Source: an optimization exercise on an open RTL-to-GDS flow (aim: small area, a short achievable clock period and few clock cycles per item). Production flows keep margins and buffers that such runs may drop.
Only simulation tests tie the RTL to the original design; equivalence was not proved.
No activity file was given, so power comes from the tool's default toggle rates.

[flow/config.mk]
export PLATFORM = sky130hd
export DESIGN_NAME = keyed_fifo_queue
export DESIGN_NICKNAME = keyed_fifo_queue
export VERILOG_FILES = /design/flow/design.v
export SDC_FILE = /design/flow/constraint.sdc
export NUM_CORES = 4
export LEC_CHECK = 0
export CAP_MARGIN = 20
export CORE_MARGIN = 2
export CORE_UTILIZATION = 55
export CTS_CLUSTER_DIAMETER = 120
export CTS_CLUSTER_SIZE = 24
export PLACE_DENSITY = 0.65
export SETUP_SLACK_MARGIN = 2.6
export SLEW_MARGIN = 20
[flow/constraint.sdc]
create_clock -name core_clock -period 5.0 [get_ports {clk_i}]
set_input_delay 1.0000 -clock core_clock [delete_from_list [all_inputs] [get_ports {clk_i}]]
set_output_delay 1.0000 -clock core_clock [all_outputs]
set_load 0.01 [all_outputs]
[flow/design.v]
package kfq_pkg;
  localparam int unsigned DefaultDepth = 16;
  localparam int unsigned KeyW = 32;
  localparam int unsigned CmdW = 3;
  localparam int unsigned StatusW = 2;
  typedef enum logic [CmdW-1:0] {
    CMD_ENQUEUE = 3'd0,
    CMD_DEQUEUE = 3'd1,
    CMD_PEEK    = 3'd2,
    CMD_FIND    = 3'd3,
    CMD_REMOVE  = 3'd4
  } cmd_e;
  typedef enum logic [StatusW-1:0] {
    STAT_OK        = 2'd0,
    STAT_EMPTY     = 2'd1,
    STAT_NOT_FOUND = 2'd2,
    STAT_FULL      = 2'd3
  } status_e;
  typedef enum logic [1:0] {
    OP_HOLD   = 2'd0,
    OP_PUSH   = 2'd1,
    OP_POP    = 2'd2,
    OP_ROTATE = 2'd3
  } op_e;
  typedef enum logic {
    ST_IDLE   = 1'b0,
    ST_SEARCH = 1'b1
  } state_e;
  typedef struct packed {
    op_e                   op;
    logic signed [KeyW-1:0] key;
    logic signed [KeyW-1:0] value;
  } cell_ctl_t;
  typedef struct packed {
    status_e                status;
    logic signed [KeyW-1:0] key_out;
    logic signed [KeyW-1:0] value_out;
  } rsp_t;
endpackage
module kfq_cell (
  input  logic        clk_i,
  input  logic        we_i,
  input  logic [31:0] key_i,
  input  logic [31:0] value_i,
  output logic [31:0] key_o,
  output logic [31:0] value_o
);
  logic [31:0] key_q, value_q;
  always_ff @(posedge clk_i) begin
    if (we_i) begin
      key_q   <= key_i;
      value_q <= value_i;
    end
  end
  assign key_o   = key_q;
  assign value_o = value_q;
endmodule
module kfq_out_buf #(
  parameter int unsigned Depth = 16
) (
  input  logic             clk_i,
  input  logic             rst_ni,
  input  logic             load_i,
  input  logic             valid_i,
  input  logic [1:0]       status_i,
  input  logic [Depth-1:0] sel_i,
  input  logic [Depth-1:0][31:0] slot_key_i,
  input  logic [Depth-1:0][31:0] slot_val_i,
  output logic             rsp_valid_o,
  output logic [1:0]       rsp_status_o,
  output logic [31:0]      rsp_key_o,
  output logic [31:0]      rsp_value_o
);
  logic [31:0] key_d, val_d;
  always_comb begin
    key_d = '0;
    val_d = '0;
    for (int i = 0; i < Depth; i++) begin
      key_d = key_d | (slot_key_i[i] & {32{sel_i[i]}});
      val_d = val_d | (slot_val_i[i] & {32{sel_i[i]}});
    end
  end
  always_ff @(posedge clk_i or negedge rst_ni) begin
    if (!rst_ni) begin
      rsp_valid_o <= 1'b0;
    end else if (load_i) begin
      rsp_valid_o <= valid_i;
    end
  end
  always_ff @(posedge clk_i) begin
    if (load_i) begin
      rsp_status_o <= status_i;
      rsp_key_o    <= key_d;
      rsp_value_o  <= val_d;
    end
  end
endmodule
module keyed_fifo_queue #(
  parameter int unsigned Depth = kfq_pkg::DefaultDepth
) (
  input  logic        clk_i,
  input  logic        rst_ni,
  input  logic        cmd_valid_i,
  output logic        cmd_ready_o,
  input  logic [2:0]  cmd_command_i,
  input  logic [31:0] cmd_key_i,
  input  logic [31:0] cmd_value_i,
  output logic        rsp_valid_o,
  input  logic        rsp_ready_i,
  output logic [1:0]  rsp_status_o,
  output logic [31:0] rsp_key_o,
  output logic [31:0] rsp_value_o
);
  logic             a_v_q;
  logic             a_enq_q;    
  logic             a_dp_q;     
  logic             a_fr_q;     
  logic             a_take_q;   
  logic [31:0]      a_key_q, a_val_q;
  logic [Depth-1:0] a_cand_q;
  logic             b_v_q;
  logic [1:0]       b_status_q;
  logic [Depth-1:0] b_sel_q;
  logic [Depth-1:0]            valid_q;
  logic [Depth-1:0]            free_q;   
  logic [Depth-1:0][Depth-1:0] age_q;    
  logic [Depth-1:0][31:0]      slot_key;
  logic [Depth-1:0][31:0]      slot_val;
  logic             advance;
  logic             cmd_fire;
  logic             b_fire;
  logic [Depth-1:0] we;
  assign advance     = !rsp_valid_o || rsp_ready_i;
  assign cmd_ready_o = advance || !a_v_q;
  assign cmd_fire    = cmd_valid_i && cmd_ready_o;
  assign b_fire      = advance && a_v_q;
  logic             in_enq, in_dp, in_fr, in_take;
  logic             eq_wr;
  logic [Depth-1:0] match_d, cand_d;
  assign in_enq  = cmd_command_i == kfq_pkg::CMD_ENQUEUE;
  assign in_dp   = (cmd_command_i == kfq_pkg::CMD_DEQUEUE) || (cmd_command_i == kfq_pkg::CMD_PEEK);
  assign in_fr   = (cmd_command_i == kfq_pkg::CMD_FIND) || (cmd_command_i == kfq_pkg::CMD_REMOVE);
  assign in_take = (cmd_command_i == kfq_pkg::CMD_DEQUEUE) || (cmd_command_i == kfq_pkg::CMD_REMOVE);
  assign eq_wr   = cmd_key_i == a_key_q;
  for (genvar i = 0; i < Depth; i++) begin : g_match
    assign match_d[i] = we[i] ? eq_wr : (cmd_key_i == slot_key[i]);
    assign cand_d[i]  = in_dp || (in_fr && match_d[i]);
  end
  always_ff @(posedge clk_i or negedge rst_ni) begin
    if (!rst_ni) begin
      a_v_q <= 1'b0;
    end else if (cmd_ready_o) begin
      a_v_q <= cmd_valid_i;
    end
  end
  always_ff @(posedge clk_i) begin
    if (cmd_fire) begin
      a_enq_q  <= in_enq;
      a_dp_q   <= in_dp;
      a_fr_q   <= in_fr;
      a_take_q <= in_take;
      a_key_q  <= cmd_key_i;
      a_val_q  <= cmd_value_i;
      a_cand_q <= cand_d;
    end
  end
  logic [Depth-1:0] cand, sel, alloc, remove;
  logic full, empty, any;
  logic [1:0] status;
  assign full  = ~|free_q;
  assign empty = ~|valid_q;
  for (genvar i = 0; i < Depth; i++) begin : g_slot
    logic [Depth-1:0] older;   
    logic             beaten;
    assign cand[i] = valid_q[i] && a_cand_q[i];
    for (genvar j = 0; j < Depth; j++) begin : g_age
      if (j < i) begin : g_lo
        assign older[j] = age_q[j][i];
      end else if (j > i) begin : g_hi
        assign older[j] = !age_q[i][j];
      end else begin : g_eq
        assign older[j] = 1'b0;
      end
    end
    assign beaten   = |(cand & older);
    assign sel[i]   = cand[i] && !beaten;
    assign alloc[i] = a_enq_q && free_q[i];
    assign we[i]    = b_fire && alloc[i];
    kfq_cell u_cell (
      .clk_i  (clk_i),
      .we_i   (we[i]),
      .key_i  (a_key_q),
      .value_i(a_val_q),
      .key_o  (slot_key[i]),
      .value_o(slot_val[i])
    );
  end
  assign any    = |cand;
  assign remove = sel & {Depth{a_take_q}};
  always_comb begin
    status = kfq_pkg::STAT_OK;
    if (a_enq_q && full) status = kfq_pkg::STAT_FULL;
    if ((a_dp_q || a_fr_q) && empty) status = kfq_pkg::STAT_EMPTY;
    else if (a_fr_q && !any) status = kfq_pkg::STAT_NOT_FOUND;
  end
  always_ff @(posedge clk_i or negedge rst_ni) begin
    if (!rst_ni) begin
      valid_q <= '0;
      b_v_q   <= 1'b0;
    end else if (advance) begin
      b_v_q <= a_v_q;
      if (a_v_q) valid_q <= (valid_q & ~remove) | alloc;
    end
  end
  always_ff @(posedge clk_i) begin
    if (advance) begin
      b_status_q <= status;
      b_sel_q    <= sel;
    end
  end
  logic [Depth-1:0] others, others_low, free_d;
  assign others = ~valid_q & ~free_q;
  for (genvar i = 0; i < Depth; i++) begin : g_low
    if (i == 0) begin : g_l0
      assign others_low[i] = others[i];
    end else begin : g_ln
      assign others_low[i] = others[i] && !(|others[i-1:0]);
    end
  end
  assign free_d = ((a_enq_q && !full) ? others_low : free_q) | (remove & {Depth{full}});
  always_ff @(posedge clk_i or negedge rst_ni) begin
    if (!rst_ni) begin
      free_q <= Depth'(1);
    end else if (b_fire) begin
      free_q <= free_d;
    end
  end
  for (genvar i = 0; i < Depth; i++) begin : g_age_row
    for (genvar j = i + 1; j < Depth; j++) begin : g_age_col
      always_ff @(posedge clk_i) begin
        if (b_fire && (alloc[i] || alloc[j])) begin
          age_q[i][j] <= alloc[j];
        end
      end
    end
    for (genvar j = 0; j <= i; j++) begin : g_age_unused
      assign age_q[i][j] = 1'b0;
    end
  end
  kfq_out_buf #(.Depth(Depth)) u_out_buf (
    .clk_i       (clk_i),
    .rst_ni      (rst_ni),
    .load_i      (advance),
    .valid_i     (b_v_q),
    .status_i    (b_status_q),
    .sel_i       (b_sel_q),
    .slot_key_i  (slot_key),
    .slot_val_i  (slot_val),
    .rsp_valid_o (rsp_valid_o),
    .rsp_status_o(rsp_status_o),
    .rsp_key_o   (rsp_key_o),
    .rsp_value_o (rsp_value_o)
  );
endmodule
[flow/flow/run.sh]
#!/bin/bash
# The standard layout, with faster port buffers and cell resizing not tied to
# the cell footprint. The make output goes to standard_flow.log; ORFS keeps
# each step's log under orfs/logs/.
set -o pipefail
bash standard.sh \
  BUFFER_PORTS_ARGS="-buffer_cell sky130_fd_sc_hd__buf_4" \
  MATCH_CELL_FOOTPRINT=0 \
  finish > standard_flow.log 2>&1
[flow/standard.sh]
#!/bin/bash
# synth_recipe.tcl (not shown) runs the flow's synth.tcl, then flattens the netlist and writes it again
# the make line also repeats each setting of config.mk as NAME=value (left out here)
make -C /OpenROAD-flow-scripts/flow DESIGN_CONFIG=/design/flow/config.mk WORK_HOME=/design/flow/orfs CLKGATE_MAP_FILE= SYNTH_SCRIPT=/design/flow/synth_recipe.tcl "${@:-finish}"
==> results of run 1 <==
## state kept, by name, indices dropped and copies added (netlist names), 32 cells and up
name,count
a_key_q,32
a_val_q,32
age_q,120
g_slot.u_cell.key_q,512
g_slot.u_cell.value_q,512
u_out_buf.rsp_key_o,32
u_out_buf.rsp_value_o,32
## timing repair
item,CTS,global route
resized for setup,68,45
setup buffers,39,60
pin swaps,3,5
endpoints found under the setup margin,1159,417
gates cloned,9,3
## synth_stat cells, types with 15 or more instances
| library cell | n |
|---|---|
| a21o_1 | 15 |
| a221oi_1 | 256 |
| a22o_1 | 257 |
| and2_1 | 27 |
| buf_1 | 42 |
| buf_2 | 33 |
| clkbuf_1 | 182 |
| dfrtp_1 | 34 |
| edfxtp_1 | 1312 |
| inv_1 | 20 |
| nand2_1 | 176 |
| nand3_1 | 127 |
| nand3b_1 | 72 |
| nand4_1 | 229 |
| nor2_1 | 37 |
| nor3_1 | 20 |
| nor4_1 | 43 |
| o2111ai_1 | 50 |
| o211ai_1 | 16 |
| xnor2_1 | 540 |
## power groups by stage
| stage | clock, uW | combinational [uW] | sequential [uW] |
|---|---|---|---|
| after floorplan | 0 | 1010 | 13000 |
| after global placement | 0 | 1850 | 13100 |
| after detailed placement | 0 | 1850 | 13100 |
| after CTS | 6120 | 1970 | 12800 |
| after global routing | 6470 | 2200 | 12800 |
| final | 6130 | 2190 | 12800 |
## layout make-up
class,count,area (sq um),share of cell area [%]
sequential,1347,40300,64.6
multi-input combinational,1934,14900,24.0
timing repair buffer,336,3340,5.36
tap,1357,1700,2.72
clock buffer,77,1690,2.72
clock inverter,8,185,0.297
inverter,20,135,0.217
timing repair inverter,5,37.5,0.0602
antenna,9,22.5,0.0361
## kinds of logic (layout without fill, tap and decap cells)
| kind of cell | count (synthesis) | in the layout | synth area share, % |
|---|---|---|---|
| buffers and inverters | 277 | 446 | 1.94 |
| AO/OA/AOI/OAI | 635 | 635 | 9.77 |
| flip-flops | 1347 | 1347 | 72.3 |
| XOR/XNOR | 545 | 545 | 8.57 |
| multiplexers | 1 | 1 | 0.0202 |
| other | 0 | 9 | 0 |
| AND/OR/NAND/NOR | 753 | 753 | 7.39 |
## metal layers
metal | vias to the layer above | global-route usage (%) | part of all wire, %
met5 | - | 0 | 0.067
met4 | 12 | 16.3 | 5.3
met3 | 530 | 12.6 | 14
met2 | 3197 | 60.1 | 43
met1 | 19200 | 58.1 | 37
li1 | 14500 | - | -
## through the flow
step,instances,setup WS [ps],area (sq um),utilization [%],power (uW)
after floorplan,3558,1620,56000,-,14000
after global placement,4887,834,58600,58.5,14900
after detailed placement,4888,623,58700,58.5,15000
after CTS,5021,2490,61400,61.2,20900
after global routing,5085,2520,62300,62.1,21500
final,5093,2420,62300,62.1,21100
## final timing paths
kind,to,slack [ps],cells past startpoint
worst min-delay path,a_v_q,270,1
worst max register to register,a_cand_q[10],2520,5
worst max-delay path,a_cand_q[10],2420,6
min in group core_clock,u_out_buf.rsp_status_o[0],440,0
worst min register to register,u_out_buf.rsp_status_o[0],440,0
max in group asynchronous,valid_q[9],4340,1
==> results.json, run 1 <==
{
  "hold_class": "in2async",
  "vias": 37400,
  "ys_seq_area_share_pct": 72.3,
  "cellInternalPower_uw": 15800,
  "fin_skew_ps": 64.0,
  "clk_latency_ps": 720,
  "crit_top_cell": "nand4_1",
  "die_h_um": 322,
  "netSwitchingPower_uw": 5310,
  "ant_nets": 0,
  "r2r-start": "g_slot[10].u_cell.key_q[27]",
  "async_flop_share_pct": 2.60,
  "clkPwrFrac_pct": 29.1,
  "cts_buffer_depth": 3,
  "portBuffers": 138,
  "drcViolationCount": 0,
  "report.final.hold_viol_count": 0,
  "switching_share_pct": 25.2,
  "cap_violations": 0,
  "initial_utilization_pct": 55.5,
  "worst-path-buf-inv": 1,
  "first_pass_iters": 6,
  "drt_iter0_markers": 6600,
  "io_pins": 139,
  "syn-cell-area_sq_mm": 0.0557,
  "pwr_density_cell_mw_per_mm2": 338,
  "status": "finished clean",
  "fin_tns_setup_ps": 0,
  "fmax_mhz": 387,
  "die-area_sq_mm": 0.104,
  "path_clk_slew_ps": 110,
  "peakVddDrop_mv": 0.389,
  "cp.arrival_ps": 3110,
  "antenna_found_initial": 14,
  "cpLargestDelayFamily": "simple AND/OR/NAND/NOR gates",
  "core_region_area_sq_mm": 0.100,
  "grt_max_degree": 65,
  "cp_slowest_cell": "nor4_1",
  "ctsHoldBuffers": 0,
  "synth_top_area_share_pct": 70.7,
  "ys.flop_type": "edfxtp_1",
  "fillerInstances": 7416,
  "critPathRequiredTime_ps": 5530,
  "critPathLaunchType": "input pin",
  "grt_overflow": 0,
  "yosysUniqueCellTypes": 48,
  "synth_nets": 3629,
  "hpwl_mm": 135,
  "post_drt_wl_per_cell_um": 42.3,
  "avgSynthCellArea_sq_um": 15.7,
  "fp-row-count": 116,
  "hold-worst-slack_ps": 267,
  "end_kind": "register",
  "crit_path_max_incr_delay_ps": 810,
  "total_leakage_power_uw": 0.0201,
  "fin_crit_ps": 2580,
  "final_cell_mix": "edfxtp_1 (1312), xnor2_1 (525), buf_4 (271)",
  "comb_power_share_pct": 10.4,
  "synthToLayoutAreaGrowth_pct": 11.9,
  "wl_mm": 216,
  "grt_pass1_vias": 34300,
  "synth_edf_count": 1312,
  "gp_congestion": 1.09,
  "synthTopCellsByArea": "edfxtp_1 (71%), xnor2_1 (8.5%), a22o_1 (4.0%)",
  "drv_slew": 0,
  "worstSetupPathType": "in2reg",
  "h-tree-depth": 3,
  "yosys_warnings": 139,
  "finalSetupViolCount": 0,
  "ys_ff_latch": 1347,
  "period_share_pct": 51.6,
  "grt_pass1_wl_mm": 292,
  "track_usage_pct": 41.2,
  "yosysTopAreaCell": "edfxtp_1",
  "slew_headroom_pct": 27.0,
  "die_x_um": 322,
  "fin_nets": 3781,
  "cts_tree": "done",
  "drive_gt1_share_pct": 13.7,
  "cp_max_fo": 18,
  "root_buffer": "clkbuf_16",
  "syn_inst": 3558,
  "final_common_cell": "edfxtp_1",
  "p_seq_share_pct": 60.5,
  "cp-startpoint": "cmd_key_i[27]",
  "cts_sinks": 1347,
  "cp_cell_sequence": "buf_4 -> xnor2_1 -> nand4_1 -> nor4_1 -> nand4_1 -> o211ai_1",
  "viasPerCell": 7.34,
  "cts-buffers-inserted": 66,
  "rsz0062_at_grt": "true",
  "max_slew.worst_pin.slew_ps": 1090
}
Testbench counts, summed over its fixed seeds: cycles 12,824, items 12,800.
==> inputs of run 2 (changes only) <==
--- a/flow/config.mk
+++ b/flow/config.mk
@@ -12,4 +12,4 @@
 export CTS_CLUSTER_SIZE = 24
 export PLACE_DENSITY = 0.65
-export SETUP_SLACK_MARGIN = 2.6
+export SETUP_SLACK_MARGIN = 2.8
 export SLEW_MARGIN = 20
==> results.json, run 2 <==
{
  "portBuffers": 138,
  "slew_headroom_pct": 17.0,
  "max_slew.worst_pin.slew_ps": 1240,
  "grt_pass1_vias": 35000,
  "die_h_um": 322,
  "fillerInstances": 7011,
  "grt_max_degree": 65,
  "final_cell_mix": "edfxtp_1 (1312), xnor2_1 (497), buf_4 (318)",
  "ys.flop_type": "edfxtp_1",
  "worst-path-buf-inv": 2,
  "post_drt_wl_per_cell_um": 44.0,
  "fin_crit_ps": 2430,
  "period_share_pct": 48.5,
  "avgSynthCellArea_sq_um": 15.7,
  "path_clk_slew_ps": 110,
  "cellInternalPower_uw": 15900,
  "finalSetupViolCount": 0,
  "critPathRequiredTime_ps": 4000,
  "ant_nets": 0,
  "track_usage_pct": 42.6,
  "synth_common_cells": "edfxtp_1 (1312), xnor2_1 (540), a22o_1 (257)",
  "antenna_found_initial": 19,
  "rsz0062_at_grt": "true",
  "final_common_cell": "edfxtp_1",
  "yosys_warnings": 139,
  "comb_power_share_pct": 11.5,
  "fmax_mhz": 412,
  "hold_class": "in2async",
  "peakVddDrop_mv": 0.392,
  "first_pass_iters": 9,
  "synth_nets": 3629,
  "cpLargestDelayFamily": "buffers and inverters",
  "fin_skew_ps": 58.8,
  "reg2reg_to": "g_slot[11].u_cell.value_q[1]",
  "report.final.hold_viol_count": 0,
  "cts_sinks": 1347,
  "drt_iter0_markers": 7467,
  "yosysTopAreaCell": "edfxtp_1",
  "hpwl_mm": 135,
  "cts-buffers-inserted": 66,
  "critPathLaunchType": "input pin",
  "grt_pass1_wl_mm": 300,
  "pwr_density_cell_mw_per_mm2": 322,
  "end_kind": "output port",
  "cp_slowest_cell": "nand3b_1",
  "gp_congestion": 1.09,
  "die_x_um": 322,
  "fin_nets": 4009,
  "cap_violations": 0,
  "place_area_sq_mm": 0.0587,
  "h-tree-depth": 3,
  "ys_seq_area_share_pct": 72.3,
  "synth_edf_count": 1312,
  "final_area_sq_mm": 0.0662,
  "clk_latency_ps": 730,
  "io_pins": 139,
  "fp-row-count": 116,
  "ctsHoldBuffers": 0,
  "async_flop_share_pct": 2.60,
  "yosysUniqueCellTypes": 48,
  "synthToLayoutAreaGrowth_pct": 18.9,
  "initial_utilization_pct": 55.5,
  "root_buffer": "clkbuf_16",
  "crit_path_max_incr_delay_ps": 170,
  "viasPerCell": 7.45,
  "synth_top_area_share_pct": 70.7,
  "syn-cell-area_sq_mm": 0.0557,
  "syn_inst": 3558,
  "r2r-start": "u_out_buf.rsp_valid_o",
  "cts_buffer_depth": 3,
  "die-area_sq_mm": 0.104,
  "drcViolationCount": 0,
  "ff_latch_area_sq_mm": 0.0403,
  "core_region_area_sq_mm": 0.100,
  "fin_tns_setup_ps": 0,
  "reg2reg_slack_ps": 2610,
  "synthTopCellsByArea": "edfxtp_1 (71%), xnor2_1 (8.5%), a22o_1 (4.0%)",
  "switching_share_pct": 25.6,
  "drive_gt1_share_pct": 19.8,
  "cp_cell_sequence": "buf_6 -> nand3b_1 -> buf_4",
  "worstSetupPathType": "in2out",
  "drv_slew": 0,
  "largestRegisters": "g_slot.u_cell.key_q: 512 flops, g_slot.u_cell.value_q: 512 flops, age_q: 120 flops",
  "netSwitchingPower_uw": 5460,
  "synth.most_common_cell": "edfxtp_1",
  "wl_mm": 234,
  "cts_tree": "done",
  "total_leakage_power_uw": 0.0220,
  "cp.arrival_ps": 1430,
  "status": "finished clean",
  "grt_overflow": 0,
  "clkPwrFrac_pct": 28.9,
  "ys_ff_latch": 1347,
  "cp_max_fo": 2,
  "vias": 39700,
  "p_seq_share_pct": 59.6,
  "worstRegToRegCells": 10,
  "multi_input_comb_area_sq_mm": 0.0155
}
[run 2: cell counts after synthesis]
No cell type changed its count.
[run 2: metrics by stage]
step	total power, uW	setup slack [ps]	util (%)	hold slack, ps	instances
finish	21300	2570	66.0	249	5324
global route	21700	2550	66.0	281	5315
CTS	21000	2580	62.7	254	5093
detailed placement	15000	623	58.5	426	4888
global placement	14900	834	58.5	406	4887
floorplan	14000	1620	-	400	3558
[run 2: worst register-to-register path, stage by stage (launching register included)]
cell        delay (ps)
dfrtp_1            420
buf_4              150
buf_4              130
nand2b_4            80
and3_4             300
buf_12             170
buf_12             120
nand2_8             70
clkinvlp_4         220
buf_4              170
buf_16             210
[run 2: final cells by class]
type / instances / area share [%]
sequential: 1347 / 60.8
multi-input combinational: 1938 / 23.4
timing repair buffer: 560 / 10.1
tap: 1357 / 2.56
clock buffer: 77 / 2.56
clock inverter: 8 / 0.280
inverter: 20 / 0.204
timing repair inverter: 5 / 0.0567
antenna: 12 / 0.0454
[run 2: timing repair]
item,4_1_cts,5_1_grt
endpoints found under the setup margin,1343,1013
pin swaps,7,14
resized for setup,208,146
buffers inserted,91,172
cloned,29,47
endpoints found under the hold margin,0,0
[run 2: worst max path at each step]
stage | start | to | slack (ps) | cells past startpoint
4_1_cts | rsp_ready_i | cmd_ready_o | 2580 | 3
5_1_grt | rsp_ready_i | cmd_ready_o | 2550 | 3
3_3_place_gp | rsp_ready_i | free_q[15] | 830 | 8
6_report | rsp_ready_i | cmd_ready_o | 2570 | 3
2_1_floorplan | rsp_ready_i | g_slot[5].u_cell.key_q[0] | 1620 | 7
3_5_place_dp | rsp_ready_i | free_q[15] | 620 | 8
[run 2: metal layers]
layer / share of wire [%] / global-route usage (%) / wire length (um)
met5: 0.22 / 1.20 / 516
met4: 6.4 / 17.8 / 14900
met3: 16 / 13.6 / 36500
met2: 43 / 61.9 / 99700
met1: 35 / 59.4 / 82800
[run 2: power by group through the flow]
stage                     clock network [uW]  logic [uW]  registers, uW
after floorplan                            0        1010          13000
after global placement                     0        1850          13100
after detailed placement                   0        1850          13100
after CTS                               6120        2130          12800
after global routing                    6480        2450          12700
final                                   6170        2460          12700
[run 2: cell families (layout without fill, tap and decap cells)]
| logic type | count (synthesis) | count (layout) | synth area share, % |
|---|---|---|---|
| compound gates | 635 | 635 | 9.77 |
| xor+xnor | 545 | 545 | 8.57 |
| buf+inv | 277 | 670 | 1.94 |
| flops | 1347 | 1347 | 72.3 |
| mux | 1 | 1 | 0.0202 |
| other cells | 0 | 12 | 0 |
| simple gates | 753 | 757 | 7.39 |
==> inputs of run 3 (changes only) <==
--- a/flow/design.v
+++ b/flow/design.v
@@ -120,5 +120,7 @@
   logic [Depth-1:0] a_cand_q;
   logic             b_v_q;
-  logic [1:0]       b_status_q;
+  logic             b_full_q;    
+  logic             b_empty_q;   
+  logic             b_fr_q;      
   logic [Depth-1:0] b_sel_q;
   logic [Depth-1:0]            valid_q;
@@ -131,6 +133,7 @@
   logic             b_fire;
   logic [Depth-1:0] we;
+  logic             blk_q;   
   assign advance     = !rsp_valid_o || rsp_ready_i;
-  assign cmd_ready_o = advance || !a_v_q;
+  assign cmd_ready_o = !blk_q || rsp_ready_i;
   assign cmd_fire    = cmd_valid_i && cmd_ready_o;
   assign b_fire      = advance && a_v_q;
@@ -150,6 +153,8 @@
     if (!rst_ni) begin
       a_v_q <= 1'b0;
-    end else if (cmd_ready_o) begin
-      a_v_q <= cmd_valid_i;
+      blk_q <= 1'b0;
+    end else begin
+      if (cmd_ready_o) a_v_q <= cmd_valid_i;
+      blk_q <= (cmd_ready_o ? cmd_valid_i : a_v_q) && (advance ? b_v_q : rsp_valid_o);
     end
   end
@@ -166,6 +171,5 @@
   end
   logic [Depth-1:0] cand, sel, alloc, remove;
-  logic full, empty, any;
-  logic [1:0] status;
+  logic full, empty;
   assign full  = ~|free_q;
   assign empty = ~|valid_q;
@@ -196,12 +200,5 @@
     );
   end
-  assign any    = |cand;
   assign remove = sel & {Depth{a_take_q}};
-  always_comb begin
-    status = kfq_pkg::STAT_OK;
-    if (a_enq_q && full) status = kfq_pkg::STAT_FULL;
-    if ((a_dp_q || a_fr_q) && empty) status = kfq_pkg::STAT_EMPTY;
-    else if (a_fr_q && !any) status = kfq_pkg::STAT_NOT_FOUND;
-  end
   always_ff @(posedge clk_i or negedge rst_ni) begin
     if (!rst_ni) begin
@@ -215,5 +212,7 @@
   always_ff @(posedge clk_i) begin
     if (advance) begin
-      b_status_q <= status;
+      b_full_q   <= a_enq_q && full;
+      b_empty_q  <= (a_dp_q || a_fr_q) && empty;
+      b_fr_q     <= a_fr_q;
       b_sel_q    <= sel;
     end
@@ -248,4 +247,11 @@
     end
   end
+  logic [1:0] status;
+  always_comb begin
+    status = kfq_pkg::STAT_OK;
+    if (b_full_q) status = kfq_pkg::STAT_FULL;
+    if (b_empty_q) status = kfq_pkg::STAT_EMPTY;
+    else if (b_fr_q && !(|b_sel_q)) status = kfq_pkg::STAT_NOT_FOUND;
+  end
   kfq_out_buf #(.Depth(Depth)) u_out_buf (
     .clk_i       (clk_i),
@@ -253,5 +259,5 @@
     .load_i      (advance),
     .valid_i     (b_v_q),
-    .status_i    (b_status_q),
+    .status_i    (status),
     .sel_i       (b_sel_q),
     .slot_key_i  (slot_key),
--- a/flow/config.mk
+++ b/flow/config.mk
@@ -12,4 +12,4 @@
 export CTS_CLUSTER_SIZE = 24
 export PLACE_DENSITY = 0.65
-export SETUP_SLACK_MARGIN = 2.8
+export SETUP_SLACK_MARGIN = 2.6
 export SLEW_MARGIN = 20
==> results.json, run 3 <==
{
  "ys_ff_latch": 1349,
  "ys_seq_area_share_pct": 72.4,
  "grt_pass1_wl_mm": 284,
  "vias": 36900,
  "cp.arrival_ps": 3100,
  "first_pass_iters": 7,
  "cellInternalPower_uw": 16900,
  "fmax_mhz": 391,
  "critPathRequiredTime_ps": 5540,
  "fin_skew_ps": 66.4,
  "crit_path_max_incr_delay_ps": 1030,
  "drv_slew": 0,
  "finalSetupViolCount": 0,
  "switching_share_pct": 29.6,
  "drt_iter0_markers": 7086,
  "clkPwrFrac_pct": 25.6,
  "fin_nets": 3738,
  "synth_top_area_share_pct": 70.7,
  "syn_inst": 3543,
  "final_common_cell": "edfxtp_1",
  "grt_max_degree": 66,
  "comb_power_share_pct": 17.8,
  "use_met3_pct": 12.2,
  "final_area_sq_mm": 0.0616,
  "die-area_sq_mm": 0.104,
  "fp-row-count": 116,
  "cp_cell_sequence": "buf_4 -> xnor2_1 -> nand4_1 -> nor2_1 -> nand4_1 -> o211ai_1",
  "gr-usage-met1_pct": 56.1,
  "peakVddDrop_mv": 0.355,
  "initial_utilization_pct": 55.6,
  "wl_mm": 208,
  "reg2reg_slack_ps": 2550,
  "gp_congestion": 1.09,
  "io_pins": 139,
  "avgSynthCellArea_sq_um": 15.7,
  "portBuffers": 138,
  "hpwl_mm": 130,
  "core_region_area_sq_mm": 0.100,
  "report.final.hold_viol_count": 0,
  "cp_slowest_cell": "xnor2_1",
  "antenna_found_initial": 15,
  "crit_top_cell": "nand4_1",
  "synth_common_cells": "edfxtp_1 (1313), xnor2_1 (540), a221oi_1 (257), a22o_1 (257), nand4_1 (231)",
  "synth.most_common_cell": "edfxtp_1",
  "diodes": 0,
  "p_seq_share_pct": 56.6,
  "netSwitchingPower_uw": 7130,
  "synth_edf_count": 1313,
  "hold_class": "in2async",
  "fin_util_pct": 61.4,
  "fin_crit_ps": 2560,
  "root_buffer": "clkbuf_16",
  "ys.flop_type": "edfxtp_1",
  "synth_nets": 3614,
  "total_leakage_power_uw": 0.0195,
  "hold-worst-slack_ps": 259,
  "status": "finished clean",
  "period_share_pct": 51.2,
  "grt-busiest-layer": "met2",
  "cts_sinks": 1349,
  "final_cell_mix": "edfxtp_1 (1313), xnor2_1 (528), a22o_1 (257)",
  "synthTopCellsByArea": "edfxtp_1 (71%), xnor2_1 (8.5%), a221oi_1 (4.0%)",
  "viasPerCell": 7.33,
  "cts_tree": "done",
  "track_usage_pct": 39.9,
  "pwr_density_cell_mw_per_mm2": 390,
  "ant_nets": 0,
  "fin_tns_setup_ps": 0,
  "die_x_um": 322,
  "end_kind": "register",
  "drcViolationCount": 0,
  "grt_overflow": 0,
  "cts-buffers-inserted": 66,
  "die_h_um": 322,
  "worstSetupPathType": "in2reg",
  "drive_gt1_share_pct": 12.6,
  "path_clk_slew_ps": 100,
  "cap_violations": 0,
  "yosysTopAreaCell": "edfxtp_1",
  "async_flop_share_pct": 2.67,
  "cts_buffer_depth": 3,
  "critPathLaunchType": "input pin",
  "max_slew.worst_pin.slew_ps": 1300,
  "syn-cell-area_sq_mm": 0.0557,
  "clk_latency_ps": 730,
  "place_area_sq_mm": 0.0588,
  "cp_max_fo": 18,
  "post_drt_wl_per_cell_um": 41.3,
  "grt_pass1_vias": 34300,
  "use_met2_pct": 58.4,
  "yosysUniqueCellTypes": 48,
  "h-tree-depth": 3,
  "yosys_warnings": 139,
  "synthToLayoutAreaGrowth_pct": 10.6,
  "rsz0062_at_grt": "true",
  "largestRegisters": "g_slot.u_cell.key_q: 512 flops, g_slot.u_cell.value_q: 512 flops, age_q: 120 flops",
  "slew_headroom_pct": 12.9
}
## run 3: cell count changes after synthesis, sizes merged, moves of 3 or more
cell / previous run / this run
nand3: 127 / 124
nor3: 20 / 25
clkbuf: 182 / 164
nand2: 176 / 167
a22oi: 8 / 4
buf: 75 / 80
and2: 27 / 32
inv: 20 / 24
nand4b: 5 / 1
## run 3: logic make-up (layout without fill, tap and decap cells)
family | after synthesis | in the layout | share of synthesized area [%]
xor+xnor | 545 | 545 | 8.56
simple gates | 745 | 745 | 7.37
buf+inv | 268 | 410 | 1.92
mux | 2 | 2 | 0.0404
compound gates | 634 | 634 | 9.75
flops | 1349 | 1349 | 72.4
## run 3: critical path, delay by kind of cell
family | cells | cell delay [ps]
AND/OR/NAND/NOR | 3 | 720
AO/OA/AOI/OAI | 1 | 120
XOR/XNOR | 1 | 1030
buffers and inverters | 1 | 210
## run 3: final cells by class
type / instances / area (sq um)
clock buffer: 78 / 1700
clock inverter: 8 / 188
fill: 7384 / 38700
inverter: 24 / 150
multi-input combinational: 1926 / 14900
sequential: 1349 / 40300
tap: 1357 / 1700
timing repair buffer: 294 / 2650
timing repair inverter: 6 / 45.0
## run 3: final timing paths
path                       cells past startpoint                       start                     to
setup / recovery                               6               cmd_key_i[28]            a_cand_q[7]
hold / removal                                 1                      rst_ni             valid_q[5]
setup reg to reg                               5  g_slot[9].u_cell.key_q[31]            a_cand_q[9]
hold reg to reg                                2                       b_v_q  u_out_buf.rsp_valid_o
max in group asynchronous                      1                      rst_ni             valid_q[8]
min in group core_clock                        1             cmd_value_i[18]            a_val_q[18]
## run 3: what timing repair did
item	CTS	global route
buffers inserted	40	22
resized for setup	44	26
pin swaps	3	4
endpoints found under the setup margin	1121	106
cloned	6	1
hold buffers	0	0
## run 3: layer usage
layer  up-vias  wire [um]
met3       539      29400
met2      2990      90600
li1      14300          -
met1     19000      77300
met4        26      10800
met5         -        173
## run 3: power by group through the flow
stage | clock [uW] | sequential [uW] | combinational, uW
after CTS | 6160 | 13600 | 4060
after global placement | 0 | 13900 | 3900
after detailed placement | 0 | 13900 | 3930
final | 6160 | 13600 | 4280
after global routing | 6510 | 13700 | 4350
after floorplan | 0 | 13600 | 2210
## run 3: per-stage QoR
step | cells | setup slack [ps] | power [uW]
floorplan | 3543 | 1310 | 15800
global placement | 4885 | 1120 | 17800
detailed placement | 4887 | 1080 | 17800
CTS | 5019 | 2570 | 23800
global route | 5042 | 2560 | 24500
finish | 5042 | 2440 | 24000
Testbench counts of run 3, summed over its fixed seeds: cycles 12,824, items 12,800.
==> inputs of run 4 (changes only) <==
--- a/flow/config.mk
+++ b/flow/config.mk
@@ -9,6 +9,6 @@
 export CORE_MARGIN = 2
 export CORE_UTILIZATION = 55
-export CTS_CLUSTER_DIAMETER = 120
-export CTS_CLUSTER_SIZE = 24
+export CTS_CLUSTER_DIAMETER = 100
+export CTS_CLUSTER_SIZE = 20
 export PLACE_DENSITY = 0.65
 export SETUP_SLACK_MARGIN = 2.6
==> results.json, run 4 <==
{
  "fin_crit_ps": 2500,
  "pwr_density_cell_mw_per_mm2": 396,
  "synthTopCellsByArea": "edfxtp_1 (71%), xnor2_1 (8.5%), a221oi_1 (4.0%)",
  "final_cell_mix": "edfxtp_1 (1313), xnor2_1 (528), buf_4 (269)",
  "ff_latch_area_sq_mm": 0.0403,
  "highest_layer": "met5",
  "hold-worst-slack_ps": 251,
  "clk_latency_ps": 730,
  "cp_slowest_cell": "nor3_1",
  "peakVddDrop_mv": 0.358,
  "h-tree-depth": 3,
  "reg2reg_to": "u_out_buf.rsp_key_o[24]",
  "cp_max_fo": 18,
  "worstRegToRegCells": 3,
  "fmax_mhz": 401,
  "largestRegisters": "g_slot.u_cell.key_q: 512 flops, g_slot.u_cell.value_q: 512 flops, age_q: 120 flops",
  "multi_input_comb_area_sq_mm": 0.0149,
  "worst-path-buf-inv": 1,
  "cellInternalPower_uw": 17300,
  "synth_common_cells": "edfxtp_1 (1313), xnor2_1 (540), a221oi_1 (257), a22o_1 (257), nand4_1 (231)",
  "synthSimpleGateAreaFrac_pct": 7.37,
  "post_drt_wl_per_cell_um": 41.1,
  "dr_wl_met2_mm": 90.9,
  "cp.arrival_ps": 3030,
  "fin_nets": 3765,
  "yosys_warnings": 139,
  "reg2reg_slack_ps": 2540,
  "drive_gt1_share_pct": 13.3,
  "route.met3.wl_mm": 29.5,
  "cts-buffers-inserted": 77,
  "async_flop_share_pct": 2.67,
  "ys_ff_latch": 1349,
  "die_x_um": 322,
  "synth.most_common_cell": "edfxtp_1",
  "first_pass_iters": 6,
  "rsz0062_at_grt": "true",
  "hold_class": "in2async",
  "synthAdderAreaFrac_pct": 0,
  "fin_skew_ps": 32.9,
  "avgSynthCellArea_sq_um": 15.7,
  "cap_violations": 0,
  "place_area_sq_mm": 0.0588,
  "final_area_sq_mm": 0.0621,
  "finalSetupViolCount": 0,
  "fp-row-count": 116,
  "final_common_cell": "edfxtp_1",
  "synthToLayoutAreaGrowth_pct": 11.4,
  "path_clk_slew_ps": 80,
  "gp_congestion": 1.09,
  "report.final.hold_viol_count": 0,
  "fillerInstances": 7340,
  "end_kind": "register",
  "grt_max_degree": 66,
  "drv_slew": 0,
  "p_seq_share_pct": 55.3,
  "grt_pass1_vias": 34400,
  "die_h_um": 322,
  "synth_compound_area_share_pct": 9.75,
  "period_share_pct": 49.9,
  "clkPwrFrac_pct": 27.1,
  "syn-cell-area_sq_mm": 0.0557,
  "grt_overflow": 0,
  "synth_top_family_by_area": "compound AO/OA/AOI/OAI gates",
  "viasPerCell": 7.26,
  "track_usage_pct": 39.9,
  "crit_top_cell": "nand4_1",
  "ctsHoldBuffers": 0,
  "synth_top_area_share_pct": 70.7,
  "wl_mm": 209,
  "portBuffers": 138,
  "cts_tree": "done",
  "switching_share_pct": 29.4,
  "root_buffer": "clkbuf_16",
  "yosysUniqueCellTypes": 48,
  "slew_headroom_pct": 28.7,
  "worstSetupPathType": "in2reg",
  "comb_power_share_pct": 17.6,
  "wl_met1_mm": 77.9,
  "hpwl_mm": 130,
  "cts_sinks": 1349,
  "antenna_found_initial": 16,
  "ant_nets": 0,
  "r2r-start": "b_sel_q[4]",
  "cts_buffer_depth": 3,
  "ys.flop_type": "edfxtp_1",
  "initial_utilization_pct": 55.6,
  "yosysTopAreaCell": "edfxtp_1",
  "critPathLaunchType": "input pin",
  "critPathRequiredTime_ps": 5540,
  "syn_inst": 3543,
  "ys_seq_area_share_pct": 72.4,
  "core_region_area_sq_mm": 0.100,
  "vias": 36900,
  "synth_nets": 3614,
  "drt_iter0_markers": 6768,
  "grt_pass1_wl_mm": 285,
  "die-area_sq_mm": 0.104,
  "fin_tns_setup_ps": 0,
  "synth_edf_count": 1313,
  "cp_cell_sequence": "buf_4 -> xnor2_1 -> nand4_1 -> nor3_1 -> nand4_1 -> o211ai_1",
  "netSwitchingPower_uw": 7220,
  "status": "finished clean",
  "max_slew.worst_pin.slew_ps": 1060,
  "muxShareOfSynthArea_pct": 0.0404,
  "synth_xor_area_share_pct": 8.56,
  "cpLargestDelayFamily": "simple AND/OR/NAND/NOR gates",
  "crit_path_max_incr_delay_ps": 650,
  "drcViolationCount": 0,
  "io_pins": 139,
  "total_leakage_power_uw": 0.0197
}
run 4: cell counts after synthesis:
No cell type changed its count.
run 4: area by class of cell:
| class | count | share of cell area [%] |
|---|---|---|
| Sequential cell | 1349 | 65.0 |
| Multi-Input combinational cell | 1926 | 24.0 |
| Timing Repair Buffer | 310 | 4.49 |
| Clock buffer | 90 | 3.18 |
| Tap cell | 1357 | 2.74 |
| Clock inverter | 11 | 0.306 |
| Inverter | 24 | 0.242 |
| Timing Repair inverter | 6 | 0.0685 |
| Antenna cell | 7 | 0.0282 |
run 4: cell families after synthesis:
kind of cell | count (synthesis)
AO/OA/AOI/OAI | 634
XOR/XNOR | 545
buffers and inverters | 268
flip-flops | 1349
multiplexers | 2
AND/OR/NAND/NOR | 745
run 4: what timing repair did:
| action | 4_1_cts | 5_1_grt |
|---|---|---|
| pin swaps | 3 | 5 |
| setup endpoints to repair | 1134 | 203 |
| setup buffers | 39 | 38 |
| gates resized for setup | 41 | 29 |
| cloned | 6 | 2 |
run 4: how the worst max path moves through the flow:
stage                                       start                            to  slack, ps  depth (start not counted)
after global routing      u_out_buf.rsp_key_o[31]                 rsp_key_o[31]       2550                          1
after detailed placement              rsp_ready_i  g_slot[8].u_cell.value_q[23]       1080                          6
after CTS                 u_out_buf.rsp_key_o[31]                 rsp_key_o[31]       2570                          1
after floorplan                       rsp_ready_i     g_slot[6].u_cell.key_q[0]       1310                          6
after global placement                rsp_ready_i  g_slot[8].u_cell.value_q[13]       1120                          6
final                                cmd_key_i[7]                  a_cand_q[11]       2500                          6
run 4: stage by stage:
| step | instances | power (uW) | setup slack, ps | utilization (%) |
|---|---|---|---|---|
| 2_1_floorplan | 3543 | 15800 | 1310 | - |
| 3_3_place_gp | 4885 | 17800 | 1120 | 58.6 |
| 3_5_place_dp | 4887 | 17800 | 1080 | 58.6 |
| 4_1_cts | 5033 | 24300 | 2570 | 61.3 |
| 5_1_grt | 5074 | 25000 | 2550 | 61.9 |
| 6_report | 5080 | 24600 | 2500 | 61.9 |
run 4: layer usage:
layer / up-vias / global-route usage [%]
li1: 14400 / -
met5: - / 0.185
met1: 18900 / 56.2
met2: 2991 / 58.6
met3: 507 / 12.0
met4: 20 / 15.9
run 4: power by group through the flow:
stage	clock network [uW]	registers [uW]	logic, uW
final	6660	13600	4310
after global routing	7040	13600	4370
after CTS	6660	13600	4050
after detailed placement	0	13900	3930
after global placement	0	13900	3900
after floorplan	0	13600	2210
==> inputs of run 5 (changes only) <==
--- a/flow/design.v
+++ b/flow/design.v
@@ -219,10 +219,20 @@
   end
   logic [Depth-1:0] others, others_low, free_d;
+  localparam int unsigned NGrp = Depth / 4;
+  logic [NGrp-1:0] grp_any, grp_low;
   assign others = ~valid_q & ~free_q;
-  for (genvar i = 0; i < Depth; i++) begin : g_low
-    if (i == 0) begin : g_l0
-      assign others_low[i] = others[i];
-    end else begin : g_ln
-      assign others_low[i] = others[i] && !(|others[i-1:0]);
+  for (genvar g = 0; g < NGrp; g++) begin : g_grp
+    assign grp_any[g] = |others[4*g +: 4];
+    if (g == 0) begin : g_g0
+      assign grp_low[g] = grp_any[g];
+    end else begin : g_gn
+      assign grp_low[g] = grp_any[g] && !(|grp_any[g-1:0]);
+    end
+    for (genvar k = 0; k < 4; k++) begin : g_bit
+      if (k == 0) begin : g_k0
+        assign others_low[4*g+k] = grp_low[g] && others[4*g+k];
+      end else begin : g_kn
+        assign others_low[4*g+k] = grp_low[g] && others[4*g+k] && !(|others[4*g +: k]);
+      end
     end
   end
==> results.json, run 5 <==
{
  "cts-buffers-inserted": 77,
  "stdcell_count": 4988,
  "synth_common_cells": "edfxtp_1 (1313), xnor2_1 (541), a22o_1 (257)",
  "fin_crit_ps": 2490,
  "grt_max_degree": 66,
  "synth_edf_count": 1313,
  "cp.arrival_ps": 3040,
  "grt_pass1_wl_mm": 282,
  "synth_nets": 3605,
  "h-tree-depth": 3,
  "status": "finished clean",
  "rsz0062_at_grt": "true",
  "cp_cell_sequence": "buf_4 -> xnor2_1 -> nand4_1 -> nor3_4 -> a41oi_1 -> o21ai_0",
  "drt_iter0_markers": 6698,
  "synth.most_common_cell": "edfxtp_1",
  "syn-cell-area_sq_mm": 0.0557,
  "comb_power_share_pct": 10.4,
  "post_drt_wl_per_cell_um": 41.1,
  "viasPerCell": 7.39,
  "io_pins": 139,
  "switching_share_pct": 25.0,
  "ys_ff_latch": 1349,
  "peakVddDrop_mv": 0.315,
  "yosysTopAreaCell": "edfxtp_1",
  "first_pass_iters": 9,
  "ant_nets": 0,
  "cp_slowest_cell": "xnor2_1",
  "fin_skew_ps": 41.5,
  "gp_congestion": 1.12,
  "report.final.hold_viol_count": 0,
  "synthToLayoutAreaGrowth_pct": 10.6,
  "fin_tns_setup_ps": 0,
  "grt_pass1_vias": 34500,
  "cp_max_fo": 18,
  "yosysUniqueCellTypes": 45,
  "largestRegisters": "g_slot.u_cell.key_q: 512 flops, g_slot.u_cell.value_q: 512 flops, age_q: 120 flops",
  "cellInternalPower_uw": 16300,
  "slew_headroom_pct": 31.8,
  "netSwitchingPower_uw": 5430,
  "ys_seq_area_share_pct": 72.4,
  "critPathLaunchType": "input pin",
  "syn_inst": 3534,
  "clk_latency_ps": 710,
  "portBuffers": 138,
  "yosys_warnings": 139,
  "cap_violations": 0,
  "antenna_found_initial": 11,
  "dp.cells": 4831,
  "avgSynthCellArea_sq_um": 15.8,
  "die-area_sq_mm": 0.104,
  "total_leakage_power_uw": 0.0198,
  "final_cell_mix": "edfxtp_1 (1313), xnor2_1 (536), a22o_1 (257)",
  "synthTopCellsByArea": "edfxtp_1 (71%), xnor2_1 (8.5%), a22o_1 (4.0%)",
  "pwr_density_cell_mw_per_mm2": 352,
  "root_buffer": "clkbuf_16",
  "worstSetupPathType": "in2reg",
  "drive_gt1_share_pct": 12.3,
  "critPathRequiredTime_ps": 5550,
  "die_x_um": 322,
  "fin_nets": 3732,
  "path_clk_slew_ps": 90,
  "crit_path_max_incr_delay_ps": 550,
  "clkPwrFrac_pct": 30.3,
  "ys.flop_type": "edfxtp_1",
  "synth_top_area_share_pct": 70.8,
  "async_flop_share_pct": 2.67,
  "wl_mm": 205,
  "end_kind": "register",
  "core_region_area_sq_mm": 0.100,
  "drcViolationCount": 0,
  "initial_utilization_pct": 55.6,
  "finalSetupViolCount": 0,
  "fp-row-count": 116,
  "drv_slew": 0,
  "grt_overflow": 0,
  "hold_class": "in2async",
  "fmax_mhz": 402,
  "track_usage_pct": 39.4,
  "cts_sinks": 1349,
  "cts_buffer_depth": 3,
  "worstRegToRegCells": 4,
  "max_slew.worst_pin.slew_ps": 1020,
  "vias": 36900,
  "hpwl_mm": 128,
  "die_h_um": 322,
  "cts_tree": "done",
  "p_seq_share_pct": 59.3,
  "final_common_cell": "edfxtp_1",
  "period_share_pct": 49.7
}
[run 5: changes by cell type after synthesis, moves of 4 or more]
cell      before  now
inv_1         24   20
o21ai_0        8   22
nand2_1      167  176
nor3_1        25   19
nand4b_1       1    6
a41oi_1        0   16
a21oi_1       10    2
nand4_1      231  212
nor4_1        42   46
clkbuf_1     164  174
buf_2         38   34
o211ai_1      16    0
[run 5: worst max-delay path: cells and delay by family]
kind | cells | cell delay [ps]
compound gates | 2 | 310
xor+xnor | 1 | 550
buf+inv | 1 | 220
simple gates | 2 | 950
[run 5: power groups by stage]
| stage | Clock, uW | Sequential, uW | Combinational, uW |
|---|---|---|---|
| after floorplan | 0 | 13000 | 1090 |
| after global placement | 0 | 13200 | 2040 |
| after detailed placement | 0 | 13200 | 2060 |
| after CTS | 6550 | 12900 | 2120 |
| after global routing | 6940 | 12900 | 2280 |
| final | 6580 | 12900 | 2250 |
[run 5: final timing paths]
check,to,start,slack [ps]
worst max-delay path,a_cand_q[11],cmd_key_i[13],2510
worst min-delay path,u_out_buf.rsp_valid_o,rst_ni,250
worst max register to register,u_out_buf.rsp_key_o[3],b_sel_q[4],2590
worst min register to register,u_out_buf.rsp_valid_o,b_v_q,470
max in group asynchronous,valid_q[1],rst_ni,4340
min in group core_clock,u_out_buf.rsp_valid_o,b_v_q,470
[run 5: area by class of cell]
| type | count | area, sq um |
|---|---|---|
| Antenna cell | 3 | 7.51 |
| Clock buffer | 98 | 2050 |
| Clock inverter | 7 | 66.3 |
| Fill cell | 7468 | 38600 |
| Inverter | 20 | 135 |
| Multi-Input combinational cell | 1919 | 14700 |
| Sequential cell | 1349 | 40300 |
| Tap cell | 1298 | 1620 |
| Timing Repair Buffer | 289 | 2620 |
| Timing Repair inverter | 5 | 35.0 |
[run 5: kinds of logic (layout without fill, tap and decap cells)]
kind of cell / Yosys count / in the layout / share of synthesized area [%]
compound gates: 643 / 643 / 9.90
mux: 2 / 2 / 0.0405
simple gates: 729 / 729 / 7.16
buf+inv: 266 / 419 / 1.88
xor+xnor: 545 / 545 / 8.57
flops: 1349 / 1349 / 72.4
other cells: 0 / 3 / 0
[run 5: per-stage QoR]
| stage | instance area [sq um] | setup WS, ps | hold slack [ps] | utilization, % | power (uW) |
|---|---|---|---|---|---|
| after floorplan | 55900 | 1330 | 424 | - | 14100 |
| after global placement | 58700 | 1330 | 434 | 58.6 | 15200 |
| after detailed placement | 58700 | 1260 | 448 | 58.7 | 15200 |
| after CTS | 61300 | 2580 | 261 | 61.2 | 21600 |
| after global routing | 61600 | 2530 | 288 | 61.5 | 22100 |
| final | 61600 | 2510 | 253 | 61.5 | 21700 |
[run 5: what timing repair did]
| action | 4_1_cts | 5_1_grt |
|---|---|---|
| buffers inserted | 25 | 17 |
| endpoints found under the setup margin | 1093 | 150 |
| pin swaps | 3 | 1 |
| resized for setup | 33 | 19 |
| hold buffers | 0 | 0 |
| gates cloned | 6 | 0 |
[run 5: routing by layer]
| metal | up-vias | GRT usage [%] | routed length [um] |
|---|---|---|---|
| li1 | 14300 | - | - |
| met1 | 18900 | 55.8 | 77500 |
| met2 | 3088 | 56.8 | 87700 |
| met3 | 548 | 12.1 | 28700 |
| met4 | 12 | 17.0 | 10900 |
| met5 | - | 0.185 | 77 |
Testbench counts of run 5, summed over its fixed seeds: cycles 12,824, items 12,800.
==> inputs of run 6 (changes only) <==
--- a/flow/config.mk
+++ b/flow/config.mk
@@ -12,4 +12,4 @@
 export CTS_CLUSTER_SIZE = 20
 export PLACE_DENSITY = 0.65
-export SETUP_SLACK_MARGIN = 2.6
+export SETUP_SLACK_MARGIN = 2.7
 export SLEW_MARGIN = 20
==> results.json, run 6 <==
{
  "synth_edf_count": 1313,
  "status": "finished clean",
  "hold_class": "in2async",
  "initial_utilization_pct": 55.6,
  "avgSynthCellArea_sq_um": 15.8,
  "die-area_sq_mm": 0.104,
  "first_pass_iters": 6,
  "fin_skew_ps": 37.3,
  "viasPerCell": 7.40,
  "pwr_density_cell_mw_per_mm2": 349,
  "slew_headroom_pct": 37.6,
  "fin_tns_setup_ps": 0,
  "grt_pass1_vias": 34600,
  "fmax_mhz": 408,
  "total_leakage_power_uw": 0.0202,
  "synth.most_common_cell": "edfxtp_1",
  "peakVddDrop_mv": 0.316,
  "async_flop_share_pct": 2.67,
  "worstSetupPathType": "in2reg",
  "die_h_um": 322,
  "crit_path_max_incr_delay_ps": 660,
  "clk_latency_ps": 700,
  "io_pins": 139,
  "critPathRequiredTime_ps": 5540,
  "portBuffers": 138,
  "ys.flop_type": "edfxtp_1",
  "synth_nets": 3605,
  "end_kind": "register",
  "ys_ff_latch": 1349,
  "place_area_sq_mm": 0.0587,
  "cts-buffers-inserted": 77,
  "core_region_area_sq_mm": 0.100,
  "grt_pass1_wl_mm": 283,
  "rsz0062_at_grt": "true",
  "synth_top_area_share_pct": 70.8,
  "synthTopCellsByArea": "edfxtp_1 (71%), xnor2_1 (8.5%), a22o_1 (4.0%)",
  "syn-cell-area_sq_mm": 0.0557,
  "period_share_pct": 49.0,
  "synth_common_cells": "edfxtp_1 (1313), xnor2_1 (541), a22o_1 (257)",
  "h-tree-depth": 3,
  "track_usage_pct": 39.6,
  "antenna_found_initial": 14,
  "syn_inst": 3534,
  "yosysTopAreaCell": "edfxtp_1",
  "cap_violations": 0,
  "final_area_sq_mm": 0.0622,
  "yosys_warnings": 139,
  "grt_overflow": 0,
  "max_slew.worst_pin.slew_ps": 936,
  "drt_iter0_markers": 6787,
  "ys_seq_area_share_pct": 72.4,
  "drv_slew": 0,
  "cp_max_fo": 18,
  "synthToLayoutAreaGrowth_pct": 11.8,
  "cts_buffer_depth": 3,
  "fp-row-count": 116,
  "vias": 37300,
  "wl_mm": 207,
  "path_clk_slew_ps": 90,
  "reg2reg_slack_ps": 2650,
  "yosysUniqueCellTypes": 45,
  "fin_nets": 3781,
  "report.final.hold_viol_count": 0,
  "drcViolationCount": 0,
  "critPathLaunchType": "input pin",
  "gp_congestion": 1.12,
  "finalSetupViolCount": 0,
  "cts_sinks": 1349,
  "hpwl_mm": 128,
  "ant_nets": 0,
  "grt_max_degree": 66,
  "die_x_um": 322,
  "root_buffer": "clkbuf_16",
  "largestRegisters": "g_slot.u_cell.key_q: 512 flops, g_slot.u_cell.value_q: 512 flops, age_q: 120 flops",
  "cp_cell_sequence": "buf_4 -> xnor2_1 -> nand4_1 -> nor4_1 -> a41oi_1 -> o21ai_0",
  "cp_slowest_cell": "nor4_1",
  "fin_crit_ps": 2450,
  "cp.arrival_ps": 2990,
  "drive_gt1_share_pct": 13.9,
  "cts_tree": "done",
  "final_cell_mix": "edfxtp_1 (1313), xnor2_1 (528), buf_4 (279)",
  "final_common_cell": "edfxtp_1",
  "post_drt_wl_per_cell_um": 41.1
}
run 6: cell counts after synthesis:
No cell type changed its count.
run 6: metal layers:
metal	global-route usage (%)	part of all wire [%]	vias to the layer above
met5	1.34	0.16	-
met3	12.1	15	588
met1	55.9	37	19000
met2	57.1	43	3258
met4	16.9	5.4	18
li1	-	-	14500
run 6: critical path: cells and delay by family:
kind / cells / cell delay (ps)
AO/OA/AOI/OAI: 2 / 330
AND/OR/NAND/NOR: 2 / 990
XOR/XNOR: 1 / 440
buffers and inverters: 1 / 210
run 6: cell type report:
class,count,area (sq um)
antenna,4,10.0
clock buffer,98,2050
clock inverter,7,66.3
fill,7407,37900
inverter,20,135
multi-input combinational,1919,14800
sequential,1349,40300
tap,1298,1620
timing repair buffer,338,3120
timing repair inverter,5,35.0
run 6: cell families (layout without fill, tap and decap cells):
logic type      Yosys count  in the layout  synth area share (%)
mux                       2              2                0.0405
other cells               0              4                     0
compound gates          643            643                  9.90
buf+inv                 266            468                  1.88
xor+xnor                545            545                  8.57
simple gates            729            729                  7.16
flops                  1349           1349                  72.4
run 6: timing repair:
item / 4_1_cts / 5_1_grt
endpoints found under the setup margin: 1211 / 165
resized for setup: 53 / 38
buffers inserted: 55 / 33
hold buffers: 0 / 0
pin swaps: 4 / 4
hold endpoints to repair: 0 / 0
cloned: 6 / 3
run 6: stage by stage:
stage / setup slack (ps) / hold slack, ps / utilization (%) / cells / total power, uW
finish: 2550 / 266 / 62.1 / 5038 / 21700
global placement: 1330 / 434 / 58.6 / 4827 / 15200
floorplan: 1330 / 424 / - / 3534 / 14100
CTS: 2600 / 261 / 61.5 / 4997 / 21600
detailed placement: 1260 / 448 / 58.7 / 4831 / 15200
global route: 2620 / 300 / 62.1 / 5036 / 22200
run 6: worst paths after layout:
kind,to,start,cells past startpoint
hold reg to reg,u_out_buf.rsp_valid_o,b_v_q,2
hold / removal,u_out_buf.rsp_valid_o,rst_ni,1
setup / recovery,a_cand_q[6],cmd_key_i[31],6
setup reg to reg,valid_q[12],a_cand_q[15],5
max in group asynchronous,valid_q[11],rst_ni,1
min in group core_clock,u_out_buf.rsp_valid_o,b_v_q,2
run 6: where the power goes:
group	leakage, uW	switching, uW	internal [uW]
Combinational	0.00652	1550	785
Sequential	0.0127	232	12600
Clock	0.00103	3660	2900
Total	0.0202	5440	16300
==> inputs of run 7 (changes only) <==
--- a/flow/config.mk
+++ b/flow/config.mk
@@ -8,8 +8,8 @@
 export CAP_MARGIN = 20
 export CORE_MARGIN = 2
-export CORE_UTILIZATION = 55
+export CORE_UTILIZATION = 60
 export CTS_CLUSTER_DIAMETER = 100
 export CTS_CLUSTER_SIZE = 20
-export PLACE_DENSITY = 0.65
+export PLACE_DENSITY = 0.7
 export SETUP_SLACK_MARGIN = 2.7
 export SLEW_MARGIN = 20
==> results.json, run 7 <==
{
  "ant_nets": 0,
  "worstRegToRegCells": 5,
  "grt_pass1_vias": 35100,
  "root_buffer": "clkbuf_16",
  "avgSynthCellArea_sq_um": 15.8,
  "vias": 37900,
  "yosys_warnings": 139,
  "clk_latency_ps": 730,
  "track_usage_pct": 44.2,
  "portBuffers": 138,
  "reg2reg_to": "a_cand_q[1]",
  "dp.cells": 4761,
  "synth.most_common_cell": "edfxtp_1",
  "fin_nets": 3819,
  "ctsHoldBuffers": 0,
  "synth_common_cells": "edfxtp_1 (1313), xnor2_1 (541), a22o_1 (257)",
  "rsz0062_at_grt": "true",
  "final_cell_mix": "edfxtp_1 (1313), xnor2_1 (514), buf_4 (308)",
  "reg2reg_slack_ps": 2610,
  "cts_buffer_depth": 3,
  "pwr_density_cell_mw_per_mm2": 347,
  "yosysUniqueCellTypes": 45,
  "total_leakage_power_uw": 0.0205,
  "finalSetupViolCount": 0,
  "critPathRequiredTime_ps": 5550,
  "antenna_found_initial": 10,
  "ys_ff_latch": 1349,
  "crit_path_max_incr_delay_ps": 640,
  "h-tree-depth": 3,
  "max_slew.worst_pin.slew_ps": 1120,
  "synth_edf_count": 1313,
  "wl_mm": 212,
  "syn-cell-area_sq_mm": 0.0557,
  "report.final.hold_viol_count": 0,
  "viasPerCell": 7.55,
  "worstSetupPathType": "in2reg",
  "critPathLaunchType": "input pin",
  "grt_overflow": 0,
  "cp_max_fo": 18,
  "drt_iter0_markers": 7736,
  "path_clk_slew_ps": 90,
  "yosysTopAreaCell": "edfxtp_1",
  "gp_congestion": 1.09,
  "r2r-start": "g_slot[1].u_cell.key_q[28]",
  "status": "finished clean",
  "drv_slew": 0,
  "initial_utilization_pct": 60.6,
  "core_region_area_sq_mm": 0.0918,
  "async_flop_share_pct": 2.67,
  "slew_headroom_pct": 25.2,
  "cts-buffers-inserted": 77,
  "fmax_mhz": 402,
  "synth_nets": 3605,
  "die_h_um": 309,
  "synth_top_area_share_pct": 70.8,
  "fp-row-count": 111,
  "cp_slowest_cell": "nor3_2",
  "place_area_sq_mm": 0.0585,
  "synthToLayoutAreaGrowth_pct": 12.7,
  "cts_sinks": 1349,
  "final_common_cell": "edfxtp_1",
  "p_total_uw": 21800,
  "post_drt_wl_per_cell_um": 42.2,
  "cts_tree": "done",
  "die_x_um": 309,
  "stdcell_count": 5016,
  "syn_inst": 3534,
  "end_kind": "register",
  "largestRegisters": "g_slot.u_cell.key_q: 512 flops, g_slot.u_cell.value_q: 512 flops, age_q: 120 flops",
  "grt_pass1_wl_mm": 287,
  "synthTopCellsByArea": "edfxtp_1 (71%), xnor2_1 (8.5%), a22o_1 (4.0%)",
  "grt_max_degree": 66,
  "drive_gt1_share_pct": 15.4,
  "worst-path-buf-inv": 1,
  "ys.flop_type": "edfxtp_1",
  "cap_violations": 0,
  "die-area_sq_mm": 0.0952,
  "cpLargestDelayFamily": "simple AND/OR/NAND/NOR gates",
  "hold_class": "in2async",
  "hpwl_mm": 132,
  "first_pass_iters": 8,
  "drcViolationCount": 0,
  "ys_seq_area_share_pct": 72.4,
  "cp.arrival_ps": 3030,
  "io_pins": 139,
  "fin_crit_ps": 2490,
  "cp_cell_sequence": "buf_4 -> xnor2_1 -> nand4_1 -> nor3_2 -> a41oi_1 -> o21ai_0",
  "fin_tns_setup_ps": 0,
  "final_area_sq_mm": 0.0628,
  "period_share_pct": 49.7,
  "peakVddDrop_mv": 0.450,
  "fin_skew_ps": 39.7
}
[run 7: area by class of cell]
class                   instances  area [sq um]
flip-flops and latches       1349         40300
fillers                      6076         29000
multi-input cells            1919         15000
repair buffers                373          3480
clock buffers                  93          2010
well taps                    1243          1560
inverters                      20           135
clock inverters                 8           119
repair inverters                8          57.6
diodes                          3          7.51
[run 7: timing repair]
item | 4_1_cts | 5_1_grt
cloned | 9 | 2
setup buffers | 79 | 61
pin swaps | 5 | 6
setup endpoints to repair | 1174 | 186
resized for setup | 86 | 41
[run 7: kinds of logic after synthesis]
| kind of cell | synth area share [%] |
|---|---|
| flops | 72.4 |
| simple gates | 7.16 |
| compound gates | 9.90 |
| xor+xnor | 8.57 |
| buf+inv | 1.88 |
| mux | 0.0405 |
[run 7: metrics by stage]
| step | hold WS [ps] | util [%] | setup WS [ps] |
|---|---|---|---|
| 3_5_place_dp | 459 | 63.8 | 1130 |
| 6_report | 255 | 68.4 | 2510 |
| 4_1_cts | 254 | 67.4 | 2610 |
| 5_1_grt | 278 | 68.4 | 2620 |
| 2_1_floorplan | 424 | - | 1330 |
| 3_3_place_gp | 435 | 63.7 | 1140 |
[run 7: where the power goes]
| group | leakage, uW | internal (uW) | switching, uW |
|---|---|---|---|
| sequential | 0.0127 | 12600 | 201 |
| clock | 0.00103 | 2870 | 3670 |
| combinational | 0.00681 | 809 | 1600 |
[run 7: worst register-to-register path, stage by stage (launching register included)]
cell and delay (ps):
edfxtp_1 420, xnor2_1 630, nand4_1 200, nor3_2 640, a41oi_1 220, o21ai_0 120
[run 7: worst max path at each step]
stage	start	to	slack, ps	depth (start not counted)
3_3_place_gp	rsp_ready_i	g_slot[15].u_cell.value_q[26]	1140	6
3_5_place_dp	rsp_ready_i	g_slot[15].u_cell.value_q[13]	1130	6
6_report	cmd_key_i[28]	a_cand_q[1]	2510	6
4_1_cts	u_out_buf.rsp_key_o[1]	rsp_key_o[1]	2610	1
5_1_grt	u_out_buf.rsp_key_o[1]	rsp_key_o[1]	2620	1
2_1_floorplan	rsp_ready_i	g_slot[3].u_cell.key_q[0]	1330	6
[run 7: metal layers]
layer	wire, um	track usage (%)
met1	75000	62.8
met2	90500	63.7
met3	35300	14.6
met4	10800	17.6
met5	63	0

==> port drivers added, routing unchanged <==
No port has a modelled driver above. Below, the same layouts with a new extraction and two added sets of constraints. Step 1, drivers: a clkbuf_16 drives clk_i and a buf_2 each remaining input, both assumed. Step 2 adds t to the input delays and takes it off the output delays; t is the mean of the earliest and latest rising clock arrival at the registers after step 1. Input paths then give back, and output paths get back, about the clock's delay inside the block. Three values: no drivers, after step 1, after step 2; two values: the first two.
run	shift t [ns]	slack for setup (ns)	hold WS [ns]	latest minus earliest clock arrival (ns)	worst data-port slew with drivers (ns)
run 1	0.771	2.419 / 2.475 / 1.704	0.267 / 0.241 / 0.436	0.064 / 0.064	0.11
run 2	0.766	2.575 / 2.531 / 1.858	0.249 / 0.232 / 0.443	0.059 / 0.059	0.12
run 3	0.776	2.442 / 2.483 / 1.706	0.259 / 0.226 / 0.476	0.067 / 0.067	0.10
run 4	0.788	2.504 / 2.515 / 1.745	0.251 / 0.222 / 0.472	0.035 / 0.034	0.12
run 5	0.770	2.513 / 2.516 / 1.747	0.253 / 0.211 / 0.467	0.045 / 0.045	0.12
run 6	0.758	2.550 / 2.548 / 1.822	0.266 / 0.223 / 0.469	0.043 / 0.043	0.11
run 7	0.786	2.514 / 2.541 / 1.783	0.255 / 0.212 / 0.466	0.047 / 0.048	0.14
After both steps setup and hold are still met in every run listed. The setup slack of run 5, which loses most, moves by +0.003 ns with the drivers and by -0.766 ns with both steps.
